Background: an optimization exercise with open tools, aiming at small area. Do not read the settings as production practice.
Only simulation tests tie the RTL to the original design; equivalence was not proved.
Power and IR drop assume default switching activity.

==> flow/design.v <==
module wb_regfile #(
    parameter logic [31:0] RESET_VAL = 32'h0000_0000,
    parameter bit          BYPASS_EN = 1'b1
) (
    input  logic        clk,
    input  logic        reset,
    input  logic [31:0] IR_W,
    input  logic [31:0] PC_W,
    input  logic [31:0] PC8_W,
    input  logic [31:0] AO_W,
    input  logic [31:0] MDO_W,
    input  logic [31:0] DR_W,
    input  logic [4:0]  A1,
    input  logic [4:0]  A2,
    output logic [31:0] RD1,
    output logic [31:0] RD2,
    output logic        WE_W,
    output logic [4:0]  WA_W,
    output logic [31:0] WD_W
);
    localparam logic [5:0] OP_SPECIAL = 6'h00, OP_JAL  = 6'h03, OP_ADDIU = 6'h09,
                           OP_SLTI    = 6'h0a, OP_SLTIU = 6'h0b, OP_ANDI = 6'h0c,
                           OP_ORI     = 6'h0d, OP_XORI = 6'h0e, OP_LUI   = 6'h0f,
                           OP_LB      = 6'h20, OP_LH   = 6'h21, OP_LW    = 6'h23,
                           OP_LBU     = 6'h24, OP_LHU  = 6'h25;
    localparam logic [5:0] F_SLL  = 6'h00, F_SRL  = 6'h02, F_SRA  = 6'h03, F_SLLV = 6'h04,
                           F_SRLV = 6'h06, F_SRAV = 6'h07, F_JALR = 6'h09, F_MFHI = 6'h10,
                           F_MFLO = 6'h12, F_ADDU = 6'h21, F_SUBU = 6'h23, F_AND  = 6'h24,
                           F_OR   = 6'h25, F_XOR  = 6'h26, F_NOR  = 6'h27, F_SLT  = 6'h2a,
                           F_SLTU = 6'h2b;
    logic [31:1][31:0] r_regs;
    logic [5:0]  w_op;
    logic [5:0]  w_funct;
    logic [4:0]  w_rt;
    logic [4:0]  w_rd;
    logic        w_unused;
    assign w_op     = IR_W[31:26];
    assign w_funct  = IR_W[5:0];
    assign w_rt     = IR_W[20:16];
    assign w_rd     = IR_W[15:11];
    assign w_unused = ^{PC_W, IR_W[25:21], IR_W[10:6]};
    logic w_wr_rd, w_wr_rt, w_jal;
    always_comb begin
        w_wr_rd = 1'b0;
        if (w_op == OP_SPECIAL) begin
            case (w_funct)
                F_SLL, F_SRL, F_SRA, F_SLLV, F_SRLV, F_SRAV, F_ADDU, F_SUBU,
                F_AND, F_OR, F_XOR, F_NOR, F_SLT, F_SLTU, F_JALR, F_MFHI, F_MFLO:
                    w_wr_rd = 1'b1;
                default: w_wr_rd = 1'b0;
            endcase
        end
        case (w_op)
            OP_ADDIU, OP_ANDI, OP_ORI, OP_XORI, OP_LUI, OP_SLTI, OP_SLTIU,
            OP_LW, OP_LH, OP_LHU, OP_LB, OP_LBU: w_wr_rt = 1'b1;
            default:                             w_wr_rt = 1'b0;
        endcase
        w_jal = (w_op == OP_JAL);
    end
    logic w_wr;
    assign w_wr = w_wr_rd || w_wr_rt || w_jal;
    assign WE_W = (w_wr_rd && (w_rd != 5'd0)) || (w_wr_rt && (w_rt != 5'd0)) || w_jal;
    assign WA_W = (w_op[5] || w_op[3]) ? w_rt : (w_op[0] ? 5'd31 : w_rd);
    logic [7:0]  w_b;
    logic [15:0] w_h;
    logic [31:0] w_ext;
    always_comb begin
        case (AO_W[1:0])
            2'b00:   w_b = DR_W[7:0];
            2'b01:   w_b = DR_W[15:8];
            2'b10:   w_b = DR_W[23:16];
            default: w_b = DR_W[31:24];
        endcase
        w_h = AO_W[1] ? DR_W[31:16] : DR_W[15:0];
        if (w_op[1])      w_ext = DR_W;
        else if (w_op[0]) w_ext = {{16{w_h[15] & ~w_op[2]}}, w_h};
        else              w_ext = {{24{w_b[7] & ~w_op[2]}}, w_b};
        if (w_op[5])                          WD_W = w_ext;
        else if (w_op[3])                     WD_W = AO_W;
        else if (w_op[0])                     WD_W = PC8_W;
        else if (w_funct[4])                  WD_W = MDO_W;
        else if (w_funct[3] && !w_funct[5])   WD_W = PC8_W;
        else                                  WD_W = AO_W;
    end
    logic        r_phase;
    logic [31:0] w_ld_data;
    logic [31:0] w_wx;
    logic [31:1] w_ld, w_ld_n;
    logic [31:1][31:0] w_next;
    assign w_ld_data = reset ? RESET_VAL : WD_W;
    assign w_wx      = w_ld_data ^ {32{r_phase}};
    always_comb begin
        for (int i = 1; i < 32; i++) begin
            w_ld[i]   = reset || (w_wr && (WA_W == i[4:0]));
            w_ld_n[i] = !w_ld[i];
        end
    end
    for (genvar g = 1; g < 32; g++) begin : g_row
        wb_rf_hold u_hold (.q(r_regs[g]), .d(w_wx), .ld(w_ld[g]), .ld_n(w_ld_n[g]),
                           .y(w_next[g]));
    end
    always_ff @(posedge clk) begin
        r_phase <= !r_phase;
        r_regs  <= w_next;
    end
    function automatic logic byp_hit(input logic [4:0] a, input logic wr_rd, input logic wr_rt,
                                     input logic jal, input logic [4:0] rd,
                                     input logic [4:0] rt);
        byp_hit = (a != 5'd0) && ((wr_rd && (a == rd)) || (wr_rt && (a == rt)) ||
                                  (jal && (a == 5'd31)));
    endfunction
    logic        w_byp1, w_byp2;
    logic [31:1] w_sel1, w_sel2;
    assign w_byp1 = BYPASS_EN && byp_hit(A1, w_wr_rd, w_wr_rt, w_jal, w_rd, w_rt);
    assign w_byp2 = BYPASS_EN && byp_hit(A2, w_wr_rd, w_wr_rt, w_jal, w_rd, w_rt);
    always_comb begin
        for (int i = 1; i < 32; i++) begin
            w_sel1[i] = (A1 == i[4:0]);
            w_sel2[i] = (A2 == i[4:0]);
        end
    end
    logic [10:0][31:0] w_t1, w_t2;
    for (genvar g = 0; g < 10; g++) begin : g_aoi
        wb_rf_aoi222 u_p1 (.a0(r_regs[3*g+1]), .a1(r_regs[3*g+2]), .a2(r_regs[3*g+3]),
                           .s0(w_sel1[3*g+1]), .s1(w_sel1[3*g+2]), .s2(w_sel1[3*g+3]),
                           .y(w_t1[g]));
        wb_rf_aoi222 u_p2 (.a0(r_regs[3*g+1]), .a1(r_regs[3*g+2]), .a2(r_regs[3*g+3]),
                           .s0(w_sel2[3*g+1]), .s1(w_sel2[3*g+2]), .s2(w_sel2[3*g+3]),
                           .y(w_t2[g]));
    end
    assign w_t1[10] = ~(r_regs[31] & {32{w_sel1[31]}});
    assign w_t2[10] = ~(r_regs[31] & {32{w_sel2[31]}});
    logic [31:0] w_rf1, w_rf2;
    always_comb begin
        w_rf1 = '0;
        w_rf2 = '0;
        for (int i = 0; i < 11; i++) begin
            w_rf1 = w_rf1 | ~w_t1[i];
            w_rf2 = w_rf2 | ~w_t2[i];
        end
    end
    logic w_ph1, w_ph2;
    assign w_ph1 = r_phase && (A1 != 5'd0);
    assign w_ph2 = r_phase && (A2 != 5'd0);
    assign RD1 = w_byp1 ? WD_W : (w_rf1 ^ {32{w_ph1}});
    assign RD2 = w_byp2 ? WD_W : (w_rf2 ^ {32{w_ph2}});
endmodule
module wb_rf_hold (
    input  logic [31:0] q,
    input  logic [31:0] d,
    input  logic        ld,
    input  logic        ld_n,
    output logic [31:0] y
);
    assign y = ~((q | {32{ld}}) & (d | {32{ld_n}}));
endmodule
module wb_rf_aoi222 (
    input  logic [31:0] a0,
    input  logic [31:0] a1,
    input  logic [31:0] a2,
    input  logic        s0,
    input  logic        s1,
    input  logic        s2,
    output logic [31:0] y
);
    assign y = ~((a0 & {32{s0}}) | (a1 & {32{s1}}) | (a2 & {32{s2}}));
endmodule
export LEC_CHECK = 0
export CAP_MARGIN = 20
export CORE_MARGIN = 2
export CORE_UTILIZATION = 40
export SETUP_SLACK_MARGIN = 0.2
export SLEW_MARGIN = 20
export SYNTH_HIERARCHICAL = 1
export SYNTH_MINIMUM_KEEP_SIZE = 0
create_clock -name core_clock -period 6.5 [get_ports {clk}]
standard.sh (not shown) runs the stock make flow with config.mk's settings and CLKGATE_MAP_FILE= SYNTH_SCRIPT=/design/flow/synth_recipe.tcl, a recipe that flattens the netlist after the stock synthesis.
==> flow/flow/run.sh <==
#!/bin/bash
# Standard ORFS layout with plain port buffers (not delay cells) and a clock tree of
# smaller buffers without dummy loads. Each step's full log stays in orfs/logs/.
set -euo pipefail
bash standard.sh \
  "BUFFER_PORTS_ARGS=-buffer_cell sky130_fd_sc_hd__buf_1" \
  "CTS_ARGS=-sink_clustering_enable -repair_clock_nets -dont_use_dummy_load -buf_list sky130_fd_sc_hd__clkbuf_16 -sink_clustering_size 24 -sink_clustering_max_diameter 100" \
  finish > make_finish.log 2>&1
==> next run, changes <==
--- a/flow/design.v
+++ b/flow/design.v
@@ -58,6 +58,4 @@
         w_jal = (w_op == OP_JAL);
     end
-    logic w_wr;
-    assign w_wr = w_wr_rd || w_wr_rt || w_jal;
     assign WE_W = (w_wr_rd && (w_rd != 5'd0)) || (w_wr_rt && (w_rt != 5'd0)) || w_jal;
     assign WA_W = (w_op[5] || w_op[3]) ? w_rt : (w_op[0] ? 5'd31 : w_rd);
@@ -83,24 +81,21 @@
         else                                  WD_W = AO_W;
     end
-    logic        r_phase;
     logic [31:0] w_ld_data;
-    logic [31:0] w_wx;
     logic [31:1] w_ld, w_ld_n;
     logic [31:1][31:0] w_next;
     assign w_ld_data = reset ? RESET_VAL : WD_W;
-    assign w_wx      = w_ld_data ^ {32{r_phase}};
     always_comb begin
         for (int i = 1; i < 32; i++) begin
-            w_ld[i]   = reset || (w_wr && (WA_W == i[4:0]));
+            w_ld[i]   = reset | (w_wr_rd && (w_rd == i[4:0])) || (w_wr_rt && (w_rt == i[4:0])) ||
+                        (w_jal && (i == 31));
             w_ld_n[i] = !w_ld[i];
         end
     end
     for (genvar g = 1; g < 32; g++) begin : g_row
-        wb_rf_hold u_hold (.q(r_regs[g]), .d(w_wx), .ld(w_ld[g]), .ld_n(w_ld_n[g]),
+        wb_rf_hold u_hold (.q(r_regs[g]), .d(w_ld_data), .ld(w_ld[g]), .ld_n(w_ld_n[g]),
                            .y(w_next[g]));
     end
     always_ff @(posedge clk) begin
-        r_phase <= !r_phase;
-        r_regs  <= w_next;
+        r_regs <= w_next;
     end
     function automatic logic byp_hit(input logic [4:0] a, input logic wr_rd, input logic wr_rt,
@@ -140,9 +135,6 @@
         end
     end
-    logic w_ph1, w_ph2;
-    assign w_ph1 = r_phase && (A1 != 5'd0);
-    assign w_ph2 = r_phase && (A2 != 5'd0);
-    assign RD1 = w_byp1 ? WD_W : (w_rf1 ^ {32{w_ph1}});
-    assign RD2 = w_byp2 ? WD_W : (w_rf2 ^ {32{w_ph2}});
+    assign RD1 = w_byp1 ? WD_W : w_rf1;
+    assign RD2 = w_byp2 ? WD_W : w_rf2;
 endmodule
 module wb_rf_hold (
@@ -153,5 +145,5 @@
     output logic [31:0] y
 );
-    assign y = ~((q | {32{ld}}) & (d | {32{ld_n}}));
+    assign y = (q & {32{ld_n}}) | (d & {32{ld}});
 endmodule
 module wb_rf_aoi222 (
What happened: Setup slack degrades by 0.033 ns. Wire length decreases by a few percent. Cell area is higher by a few percent. Via count came out lower by a few percent. Count of clock-buffer cells in the layout goes up by 1. Synthesized area grows by a few percent. Combinational power drops by about a fifth. Utilization is lower by 1.3 points. Cell count drops slightly. Maximum frequency decreases slightly. Critical path depth decreases by 1. Power drops by a few percent. First-iteration DRC count drops by roughly a tenth. Clock power rises slightly.

==> afterwards: timing with drivers on the ports <==
The results above use ideal ports. As a check the final layouts listed here were re-extracted and re-timed, cells and wires unchanged. Step 1 assumes that a clkbuf_16 drives the clock port and a buf_2 every other input. Step 2, shift: input delay + t, output delay - t, t = (earliest + latest rising clock arrival at the registers) / 2. This alone moves slack from input paths to output paths. a / b / c = ideal / step 1 / step 2; a / b = the first two.
run	shift t [ns]	slack for setup (ns)	latest minus earliest clock arrival (ns)	slew at the worst register clock pin (ns)	cell pins on the clock port's net
the first run	0.718	0.269 / 0.184 / 0.184	0.072 / 0.071	0.10 / 0.10	1
the second run	0.713	0.236 / 0.120 / 0.120	0.045 / 0.044	0.10 / 0.10	1
After both steps every run listed still meets setup and hold. The setup slack of the second run, which loses most, moves by -0.116 ns with the drivers and by -0.116 ns with both steps.
